From an optimization exercise on the open Yosys and OpenROAD flow, aimed at small area and a short achievable clock period; shortcuts taken in it are not production practice. Function was checked by simulation only, so behaviour that the tests miss may differ from the original. Power figures rest on the tool's default switching activity, not on a simulated workload.

==> flow/design.v <==
module tpu_host_buffer #(
   parameter int ELEMS = 64
) (
   input  logic        clk,
   input  logic        rst_n,
   input  logic [7:0]  host_addr,
   input  logic [7:0]  host_wdata,
   input  logic        host_we,
   input  logic        host_start,
   output logic [7:0]  host_rdata,
   output logic        host_busy,
   output logic        host_done,
   output logic [7:0]  core_a_data,
   output logic [7:0]  core_b_data,
   output logic        core_valid,
   output logic        core_last,
   input  logic        core_ready,
   input  logic [15:0] res_data,
   input  logic        res_valid
);
   localparam int KW = $clog2(ELEMS);
   logic          stream_q, wait_q, done_q, busy_q, last_q;
   logic [KW-1:0] kp_q;           
   logic [KW:0]   r_q;            
   logic [7:0]    a_q, b_q;       
   logic [7:0]    rlo_q, rlo_n, rhi_q, rhi_n;
   logic [7:0]    a_mem   [ELEMS];
   logic [7:0]    b_mem   [ELEMS];
   logic [15:0]   res_mem [ELEMS];
   logic [KW-1:0] idx;
   logic          host_open, buf_we, res_we, start, r_full, adv, at_end;
   assign idx       = host_addr[KW-1:0];
   assign host_open = !stream_q && !wait_q;
   assign buf_we    = host_we && !host_addr[7] && host_open;
   assign start     = host_start && host_open;
   assign r_full    = r_q[KW];
   assign res_we    = res_valid && busy_q && !r_full;
   assign adv       = stream_q && core_ready;
   assign at_end    = (kp_q == '0);   
   always_ff @(posedge clk) begin
      if (buf_we && !host_addr[6])
         a_mem[idx] <= host_wdata;
      if (buf_we && host_addr[6])
         b_mem[idx] <= host_wdata;
      if (res_we)
         res_mem[r_q[KW-1:0]] <= res_data;
   end
   assign rlo_n = host_addr[7] ? 8'h00 : (host_addr[6] ? b_mem[idx] : a_mem[idx]);
   assign rhi_n = host_addr[7] ? (host_addr[6] ? res_mem[idx][15:8] : res_mem[idx][7:0]) : 8'h00;
   always_ff @(posedge clk or negedge rst_n) begin
      if (!rst_n) begin
         stream_q <= 1'b0;
         wait_q   <= 1'b0;
         done_q   <= 1'b0;
         busy_q   <= 1'b0;
         last_q   <= 1'b0;
         kp_q     <= '0;
         r_q      <= '0;
         a_q      <= '0;
         b_q      <= '0;
         rlo_q    <= '0;
         rhi_q    <= '0;
      end else begin
         rlo_q  <= rlo_n;
         rhi_q  <= rhi_n;
         if (start)
            r_q <= '0;
         else if (res_we)
            r_q <= r_q + 1'b1;
         if (start) begin
            stream_q <= 1'b1;
            busy_q   <= 1'b1;
            done_q   <= 1'b0;
            kp_q     <= KW'(1);
            last_q   <= 1'b0;
            a_q      <= (buf_we && host_addr[6:0] == 7'h00) ? host_wdata : a_mem[0];
            b_q      <= (buf_we && host_addr[6:0] == 7'h40) ? host_wdata : b_mem[0];
         end else if (stream_q) begin
            if (core_ready) begin
               if (at_end) begin
                  stream_q <= 1'b0;
                  wait_q   <= 1'b1;
                  a_q      <= '0;
                  b_q      <= '0;
               end else begin
                  a_q      <= a_mem[kp_q];
                  b_q      <= b_mem[kp_q];
               end
               kp_q   <= kp_q + 1'b1;
               last_q <= (kp_q == KW'(ELEMS - 1));
            end
         end else if (wait_q) begin
            if (r_full) begin
               wait_q <= 1'b0;
               busy_q <= 1'b0;
               done_q <= 1'b1;
            end
         end else if (done_q && buf_we) begin
            done_q <= 1'b0;
         end
      end
   end
   assign host_rdata  = rlo_q | rhi_q;
   assign host_busy   = busy_q;
   assign host_done   = done_q;
   assign core_valid  = stream_q;
   assign core_last   = last_q;
   assign core_a_data = a_q;
   assign core_b_data = b_q;
endmodule
make LEC_CHECK=0 CAP_MARGIN=20 CORE_MARGIN=2 CORE_UTILIZATION=50 CTS_CLUSTER_DIAMETER=60 CTS_CLUSTER_SIZE=30 SETUP_SLACK_MARGIN=3.3 SLEW_MARGIN=20 finish   # period 6.0 ns
run.sh (not shown) runs the stock make flow with config.mk's settings and CLKGATE_MAP_FILE= SYNTH_SCRIPT=/design/flow/synth_recipe.tcl, a recipe that flattens the netlist after the stock synthesis.
Next try:
--- a/flow/design.v
+++ b/flow/design.v
@@ -21,11 +21,11 @@
    localparam int KW = $clog2(ELEMS);
    logic          stream_q, wait_q, done_q, busy_q, last_q;
    logic [KW-1:0] kp_q;           
    logic [KW:0]   r_q;            
    logic [7:0]    a_q, b_q;       
-   logic [7:0]    rlo_q, rlo_n, rhi_q, rhi_n;
+   logic [7:0]    rdata_q, rdata_n;
    logic [7:0]    a_mem   [ELEMS];
    logic [7:0]    b_mem   [ELEMS];
    logic [15:0]   res_mem [ELEMS];
    logic [KW-1:0] idx;
    logic          host_open, buf_we, res_we, start, r_full, adv, at_end;
@@ -43,12 +43,18 @@
       if (buf_we && host_addr[6])
          b_mem[idx] <= host_wdata;
       if (res_we)
          res_mem[r_q[KW-1:0]] <= res_data;
    end
-   assign rlo_n = host_addr[7] ? 8'h00 : (host_addr[6] ? b_mem[idx] : a_mem[idx]);
-   assign rhi_n = host_addr[7] ? (host_addr[6] ? res_mem[idx][15:8] : res_mem[idx][7:0]) : 8'h00;
+   always_comb begin
+      unique case (host_addr[7:6])
+         2'b00:   rdata_n = a_mem[idx];
+         2'b01:   rdata_n = b_mem[idx];
+         2'b10:   rdata_n = res_mem[idx][7:0];
+         default: rdata_n = res_mem[idx][15:8];
+      endcase
+   end
    always_ff @(posedge clk or negedge rst_n) begin
       if (!rst_n) begin
          stream_q <= 1'b0;
          wait_q   <= 1'b0;
          done_q   <= 1'b0;
@@ -56,15 +62,13 @@
          last_q   <= 1'b0;
          kp_q     <= '0;
          r_q      <= '0;
          a_q      <= '0;
          b_q      <= '0;
-         rlo_q    <= '0;
-         rhi_q    <= '0;
+         rdata_q  <= '0;
       end else begin
-         rlo_q  <= rlo_n;
-         rhi_q  <= rhi_n;
+         rdata_q <= rdata_n;
          if (start)
             r_q <= '0;
          else if (res_we)
             r_q <= r_q + 1'b1;
          if (start) begin
@@ -98,11 +102,11 @@
          end else if (done_q && buf_we) begin
             done_q <= 1'b0;
          end
       end
    end
-   assign host_rdata  = rlo_q | rhi_q;
+   assign host_rdata  = rdata_q;
    assign host_busy   = busy_q;
    assign host_done   = done_q;
    assign core_valid  = stream_q;
    assign core_last   = last_q;
    assign core_a_data = a_q;
Critical path depth is unchanged.
Synthesized cell count came out lower by 3.8%.
Non-clock buffer count is higher by 15.
Final cell count goes down by 2.9%.
Die area drops by 3.4%.
Via count came out lower by 0.75%.
Sequential cell count falls by 8.
Hold slack is better by 0.35 ns.
Clock skew stays flat.
Sequential share of layout area went up by 1.6 points.
Count of clock-buffer cells in the layout decreases by 9.
Power goes down by 5.3%.

* * *

// tpu_host_buffer: RTL as listed in full above, without the edits since
Settings: LEC_CHECK=0, CAP_MARGIN=20, CORE_MARGIN=2, CORE_UTILIZATION=50, CTS_CLUSTER_DIAMETER=60, CTS_CLUSTER_SIZE=30, SETUP_SLACK_MARGIN=3.3, SLEW_MARGIN=20, TNS_END_PERCENT=5; clock period 6.0 ns.
Change:
--- a/flow/design.v
+++ b/flow/design.v
@@ -22,9 +22,9 @@
    logic          stream_q, wait_q, done_q, busy_q, last_q;
    logic [KW-1:0] kp_q;           
    logic [KW:0]   r_q;            
    logic [7:0]    a_q, b_q;       
-   logic [7:0]    rlo_q, rlo_n, rhi_q, rhi_n;
+   logic [7:0]    rdata_q, rdata_n;
    logic [7:0]    a_mem   [ELEMS];
    logic [7:0]    b_mem   [ELEMS];
    logic [15:0]   res_mem [ELEMS];
    logic [KW-1:0] idx;
@@ -44,10 +44,16 @@
          b_mem[idx] <= host_wdata;
       if (res_we)
          res_mem[r_q[KW-1:0]] <= res_data;
    end
-   assign rlo_n = host_addr[7] ? 8'h00 : (host_addr[6] ? b_mem[idx] : a_mem[idx]);
-   assign rhi_n = host_addr[7] ? (host_addr[6] ? res_mem[idx][15:8] : res_mem[idx][7:0]) : 8'h00;
+   always_comb begin
+      unique case (host_addr[7:6])
+         2'b00:   rdata_n = a_mem[idx];
+         2'b01:   rdata_n = b_mem[idx];
+         2'b10:   rdata_n = res_mem[idx][7:0];
+         default: rdata_n = res_mem[idx][15:8];
+      endcase
+   end
    always_ff @(posedge clk or negedge rst_n) begin
       if (!rst_n) begin
          stream_q <= 1'b0;
          wait_q   <= 1'b0;
@@ -57,13 +63,11 @@
          kp_q     <= '0;
          r_q      <= '0;
          a_q      <= '0;
          b_q      <= '0;
-         rlo_q    <= '0;
-         rhi_q    <= '0;
+         rdata_q  <= '0;
       end else begin
-         rlo_q  <= rlo_n;
-         rhi_q  <= rhi_n;
+         rdata_q <= rdata_n;
          if (start)
             r_q <= '0;
          else if (res_we)
             r_q <= r_q + 1'b1;
@@ -99,9 +103,9 @@
             done_q <= 1'b0;
          end
       end
    end
-   assign host_rdata  = rlo_q | rhi_q;
+   assign host_rdata  = rdata_q;
    assign host_busy   = busy_q;
    assign host_done   = done_q;
    assign core_valid  = stream_q;
    assign core_last   = last_q;
After rerunning:
- combinational power decreases by 3.2%
- worst setup slack improves by 0.011 ns
- cell area decreases by 1.3%
- via count is about the same
- total power decreases by 1.6%
- sequential power hardly moves
- flip-flop and latch count decreases by 8
- synthesized area decreases by 3.4%

* * *

// tpu_host_buffer: RTL as listed in full above, without the edits since
clock: 6.0 ns
lec_check: 0
cap_margin: 20
core_margin: 2
core_utilization: 60
cts_cluster_diameter: 60
cts_cluster_size: 30
setup_slack_margin: 3.3
slew_margin: 20
tns_end_percent: 5
The starting point passed the timing, design-rule and antenna checks.
==> next run, changes <==
--- a/flow/design.v
+++ b/flow/design.v
@@ -24,5 +24,5 @@
    logic [KW:0]   r_q;            
    logic [7:0]    a_q, b_q;       
-   logic [7:0]    rlo_q, rlo_n, rhi_q, rhi_n;
+   logic [7:0]    rdata_q, rdata_n;
    logic [7:0]    a_mem   [ELEMS];
    logic [7:0]    b_mem   [ELEMS];
@@ -46,6 +46,12 @@
          res_mem[r_q[KW-1:0]] <= res_data;
    end
-   assign rlo_n = host_addr[7] ? 8'h00 : (host_addr[6] ? b_mem[idx] : a_mem[idx]);
-   assign rhi_n = host_addr[7] ? (host_addr[6] ? res_mem[idx][15:8] : res_mem[idx][7:0]) : 8'h00;
+   always_comb begin
+      unique case (host_addr[7:6])
+         2'b00:   rdata_n = a_mem[idx];
+         2'b01:   rdata_n = b_mem[idx];
+         2'b10:   rdata_n = res_mem[idx][7:0];
+         default: rdata_n = res_mem[idx][15:8];
+      endcase
+   end
    always_ff @(posedge clk or negedge rst_n) begin
       if (!rst_n) begin
@@ -59,9 +65,7 @@
          a_q      <= '0;
          b_q      <= '0;
-         rlo_q    <= '0;
-         rhi_q    <= '0;
+         rdata_q  <= '0;
       end else begin
-         rlo_q  <= rlo_n;
-         rhi_q  <= rhi_n;
+         rdata_q <= rdata_n;
          if (start)
             r_q <= '0;
@@ -101,5 +105,5 @@
       end
    end
-   assign host_rdata  = rlo_q | rhi_q;
+   assign host_rdata  = rdata_q;
    assign host_busy   = busy_q;
    assign host_done   = done_q;
After rerunning: Worst setup slack degrades by 0.14 ns. Clock-buffer cell count goes up by 3. Sequential cell count goes down by 8. Design area goes down by a few percent. Total power goes down by a few percent. Worst hold slack improves by 0.026 ns.

* * *

## north
tpu_host_buffer, a different RTL version from the one above (not shown whole).
Size: ~2100 flip-flops, roughly 66 I/O pins, about 84000 sq um of cells after synthesis.
==> module tpu_host_buffer, before the edit <==
module tpu_host_buffer #(
   parameter int ELEMS = 64
) (
   input  logic        clk,
   input  logic        rst_n,
   input  logic [7:0]  host_addr,
   input  logic [7:0]  host_wdata,
   input  logic        host_we,
   input  logic        host_start,
   output logic [7:0]  host_rdata,
   output logic        host_busy,
   output logic        host_done,
   output logic [7:0]  core_a_data,
   output logic [7:0]  core_b_data,
   output logic        core_valid,
   output logic        core_last,
   input  logic        core_ready,
   input  logic [15:0] res_data,
   input  logic        res_valid
);
   localparam int KW = $clog2(ELEMS);
   logic          stream_q, wait_q, done_q, busy_q, last_q;
   logic [KW-1:0] kp_q;           
   logic [KW:0]   r_q;            
   logic [7:0]    a_q, b_q;       
   logic [7:0]    rdata_q, rdata_n;
   logic [7:0]    a_mem   [ELEMS];
   logic [7:0]    b_mem   [ELEMS];
   logic [15:0]   res_mem [ELEMS];
   logic [KW-1:0] idx;
   logic          host_open, buf_we, res_we, start, r_full, adv, at_end;
   assign idx       = host_addr[KW-1:0];
   assign host_open = !stream_q && !wait_q;
   assign buf_we    = host_we && !host_addr[7] && host_open;
   assign start     = host_start && host_open;
   assign r_full    = r_q[KW];
   assign res_we    = res_valid && busy_q && !r_full;
   assign adv       = stream_q && core_ready;
   assign at_end    = (kp_q == '0);   
   always_ff @(posedge clk) begin
      if (buf_we && !host_addr[6])
         a_mem[idx] <= host_wdata;
      if (buf_we && host_addr[6])
         b_mem[idx] <= host_wdata;
      if (res_we)
         res_mem[r_q[KW-1:0]] <= res_data;
   end
   logic [ELEMS-1:0] hsel, ksel;
   logic [7:0]       ca_n, cb_n, cl_n, ch_n, an_n, bn_n;
   always_comb begin
      ca_n = '0; cb_n = '0; cl_n = '0; ch_n = '0; an_n = '0; bn_n = '0;
      for (int i = 0; i < ELEMS; i++) begin
         hsel[i] = (idx == KW'(i));
         ksel[i] = (kp_q == KW'(i));
         ca_n |= a_mem[i] & {8{hsel[i]}};
         cb_n |= b_mem[i] & {8{hsel[i]}};
         cl_n |= res_mem[i][7:0] & {8{hsel[i]}};
         ch_n |= res_mem[i][15:8] & {8{hsel[i]}};
         an_n |= a_mem[i] & {8{ksel[i]}};
         bn_n |= b_mem[i] & {8{ksel[i]}};
      end
   end
   always_comb begin
      unique case (host_addr[7:6])
         2'b00:   rdata_n = ca_n;
         2'b01:   rdata_n = cb_n;
         2'b10:   rdata_n = cl_n;
         default: rdata_n = ch_n;
      endcase
   end
   always_ff @(posedge clk or negedge rst_n) begin
      if (!rst_n) begin
         stream_q <= 1'b0;
         wait_q   <= 1'b0;
         done_q   <= 1'b0;
         busy_q   <= 1'b0;
         last_q   <= 1'b0;
         kp_q     <= '0;
         r_q      <= '0;
         a_q      <= '0;
         b_q      <= '0;
         rdata_q  <= '0;
      end else begin
         rdata_q <= rdata_n;
         if (start)
            r_q <= '0;
         else if (res_we)
            r_q <= r_q + 1'b1;
         if (start) begin
            stream_q <= 1'b1;
            busy_q   <= 1'b1;
            done_q   <= 1'b0;
            kp_q     <= KW'(1);
            last_q   <= 1'b0;
            a_q      <= (buf_we && host_addr[6:0] == 7'h00) ? host_wdata : a_mem[0];
            b_q      <= (buf_we && host_addr[6:0] == 7'h40) ? host_wdata : b_mem[0];
         end else if (stream_q) begin
            if (core_ready) begin
               if (at_end) begin
                  stream_q <= 1'b0;
                  wait_q   <= 1'b1;
                  a_q      <= '0;
                  b_q      <= '0;
               end else begin
                  a_q      <= an_n;
                  b_q      <= bn_n;
               end
               kp_q   <= kp_q + 1'b1;
               last_q <= (kp_q == KW'(ELEMS - 1));
            end
         end else if (wait_q) begin
            if (r_full) begin
               wait_q <= 1'b0;
               busy_q <= 1'b0;
               done_q <= 1'b1;
            end
         end else if (done_q && buf_we) begin
            done_q <= 1'b0;
         end
      end
   end
   assign host_rdata  = rdata_q;
   assign host_busy   = busy_q;
   assign host_done   = done_q;
   assign core_valid  = stream_q;
   assign core_last   = last_q;
   assign core_a_data = a_q;
   assign core_b_data = b_q;
endmodule
Settings: LEC_CHECK=0, ABC_CLOCK_PERIOD_IN_PS=2800, CAP_MARGIN=20, CORE_MARGIN=2, CORE_UTILIZATION=55, SETUP_SLACK_MARGIN=3.2, SLEW_MARGIN=20; clock period 6.0 ns.
global routing: north exited with error
The following lists how south was set up differently from north:
diff --git a/flow/design.v b/flow/design.v
--- a/flow/design.v
+++ b/flow/design.v
@@ -21,11 +21,12 @@
    localparam int KW = $clog2(ELEMS);
    logic          stream_q, wait_q, done_q, busy_q, last_q;
    logic [KW-1:0] kp_q;           
    logic [KW:0]   r_q;            
    logic [7:0]    a_q, b_q;       
-   logic [7:0]    rdata_q, rdata_n;
+   logic [1:0]    rsel_q;         
+   logic [7:0]    ca_q, cb_q, cl_q, ch_q;   
    logic [7:0]    a_mem   [ELEMS];
    logic [7:0]    b_mem   [ELEMS];
    logic [15:0]   res_mem [ELEMS];
    logic [KW-1:0] idx;
    logic          host_open, buf_we, res_we, start, r_full, adv, at_end;
@@ -43,32 +44,14 @@
       if (buf_we && host_addr[6])
          b_mem[idx] <= host_wdata;
       if (res_we)
          res_mem[r_q[KW-1:0]] <= res_data;
    end
-   logic [ELEMS-1:0] hsel, ksel;
-   logic [7:0]       ca_n, cb_n, cl_n, ch_n, an_n, bn_n;
-   always_comb begin
-      ca_n = '0; cb_n = '0; cl_n = '0; ch_n = '0; an_n = '0; bn_n = '0;
-      for (int i = 0; i < ELEMS; i++) begin
-         hsel[i] = (idx == KW'(i));
-         ksel[i] = (kp_q == KW'(i));
-         ca_n |= a_mem[i] & {8{hsel[i]}};
-         cb_n |= b_mem[i] & {8{hsel[i]}};
-         cl_n |= res_mem[i][7:0] & {8{hsel[i]}};
-         ch_n |= res_mem[i][15:8] & {8{hsel[i]}};
-         an_n |= a_mem[i] & {8{ksel[i]}};
-         bn_n |= b_mem[i] & {8{ksel[i]}};
-      end
-   end
-   always_comb begin
-      unique case (host_addr[7:6])
-         2'b00:   rdata_n = ca_n;
-         2'b01:   rdata_n = cb_n;
-         2'b10:   rdata_n = cl_n;
-         default: rdata_n = ch_n;
-      endcase
+   always_ff @(posedge clk) begin
+      cb_q <= b_mem[idx];
+      cl_q <= res_mem[idx][7:0];
+      ch_q <= res_mem[idx][15:8];
    end
    always_ff @(posedge clk or negedge rst_n) begin
       if (!rst_n) begin
          stream_q <= 1'b0;
          wait_q   <= 1'b0;
@@ -77,13 +60,15 @@
          last_q   <= 1'b0;
          kp_q     <= '0;
          r_q      <= '0;
          a_q      <= '0;
          b_q      <= '0;
-         rdata_q  <= '0;
+         rsel_q   <= '0;
+         ca_q     <= '0;
       end else begin
-         rdata_q <= rdata_n;
+         ca_q   <= a_mem[idx];
+         rsel_q <= host_addr[7:6];
          if (start)
             r_q <= '0;
          else if (res_we)
             r_q <= r_q + 1'b1;
          if (start) begin
@@ -100,12 +85,12 @@
                   stream_q <= 1'b0;
                   wait_q   <= 1'b1;
                   a_q      <= '0;
                   b_q      <= '0;
                end else begin
-                  a_q      <= an_n;
-                  b_q      <= bn_n;
+                  a_q      <= a_mem[kp_q];
+                  b_q      <= b_mem[kp_q];
                end
                kp_q   <= kp_q + 1'b1;
                last_q <= (kp_q == KW'(ELEMS - 1));
             end
          end else if (wait_q) begin
@@ -117,11 +102,11 @@
          end else if (done_q && buf_we) begin
             done_q <= 1'b0;
          end
       end
    end
-   assign host_rdata  = rdata_q;
+   assign host_rdata  = rsel_q[1] ? (rsel_q[0] ? ch_q : cl_q) : (rsel_q[0] ? cb_q : ca_q);
    assign host_busy   = busy_q;
    assign host_done   = done_q;
    assign core_valid  = stream_q;
    assign core_last   = last_q;
    assign core_a_data = a_q;
Results
south went all the way through synthesis, placement and routing and the layout is clean on timing, DRC and antenna. Compared with north, in south synthesized cell count fell 359; weighted congestion at the end of routability-driven global placement now sits lower. Changes observed in south relative to north: fraction of the mapped netlist area in compound gates dropped 6.3 points, x dimension of the die picked up an extra 14 um. Floorplan die height is lower on north.

static timing again, ports no longer ideal:
How much do the figures lean on ideal ports? The routed layouts below were timed once more, with nothing changed but the port constraints.
Step 1: set_driving_cell puts a clkbuf_16 on clk and a buf_2 on each other input, an assumption about the parent block.
Step 2, shift: input delay + t, output delay - t, t = (earliest + latest rising clock arrival at the registers) / 2. This alone moves slack from input paths to output paths.
a / b / c = no drivers / after step 1 / after step 2; a / b = the first two.
run	shift t [ns]	setup WS [ns]	worst setup path after step 2	worst register clock-pin slew, ns
the first run of note 1	0.915	2.949 / 2.737 / 1.822	input to register	0.10 / 0.10
the second run of note 1	0.910	2.850 / 2.646 / 1.736	input to register	0.11 / 0.11
the first run of note 2	0.942	2.893 / 2.671 / 1.730	input to register	0.10 / 0.10
the second run of note 2	0.944	2.904 / 2.653 / 1.710	input to register	0.11 / 0.11
the first run of note 3	0.897	2.836 / 2.487 / 1.590	input to register	0.10 / 0.10
the second run of note 3	0.906	2.691 / 2.383 / 1.477	input to register	0.10 / 0.10
south	0.964	2.449 / 2.354 / 1.919	input to register	0.07 / 0.07
After both steps every run listed still meets setup and hold. For the first run of note 3, which loses most, drivers alone change the setup slack by -0.349 ns; drivers and shift together by -1.246 ns.
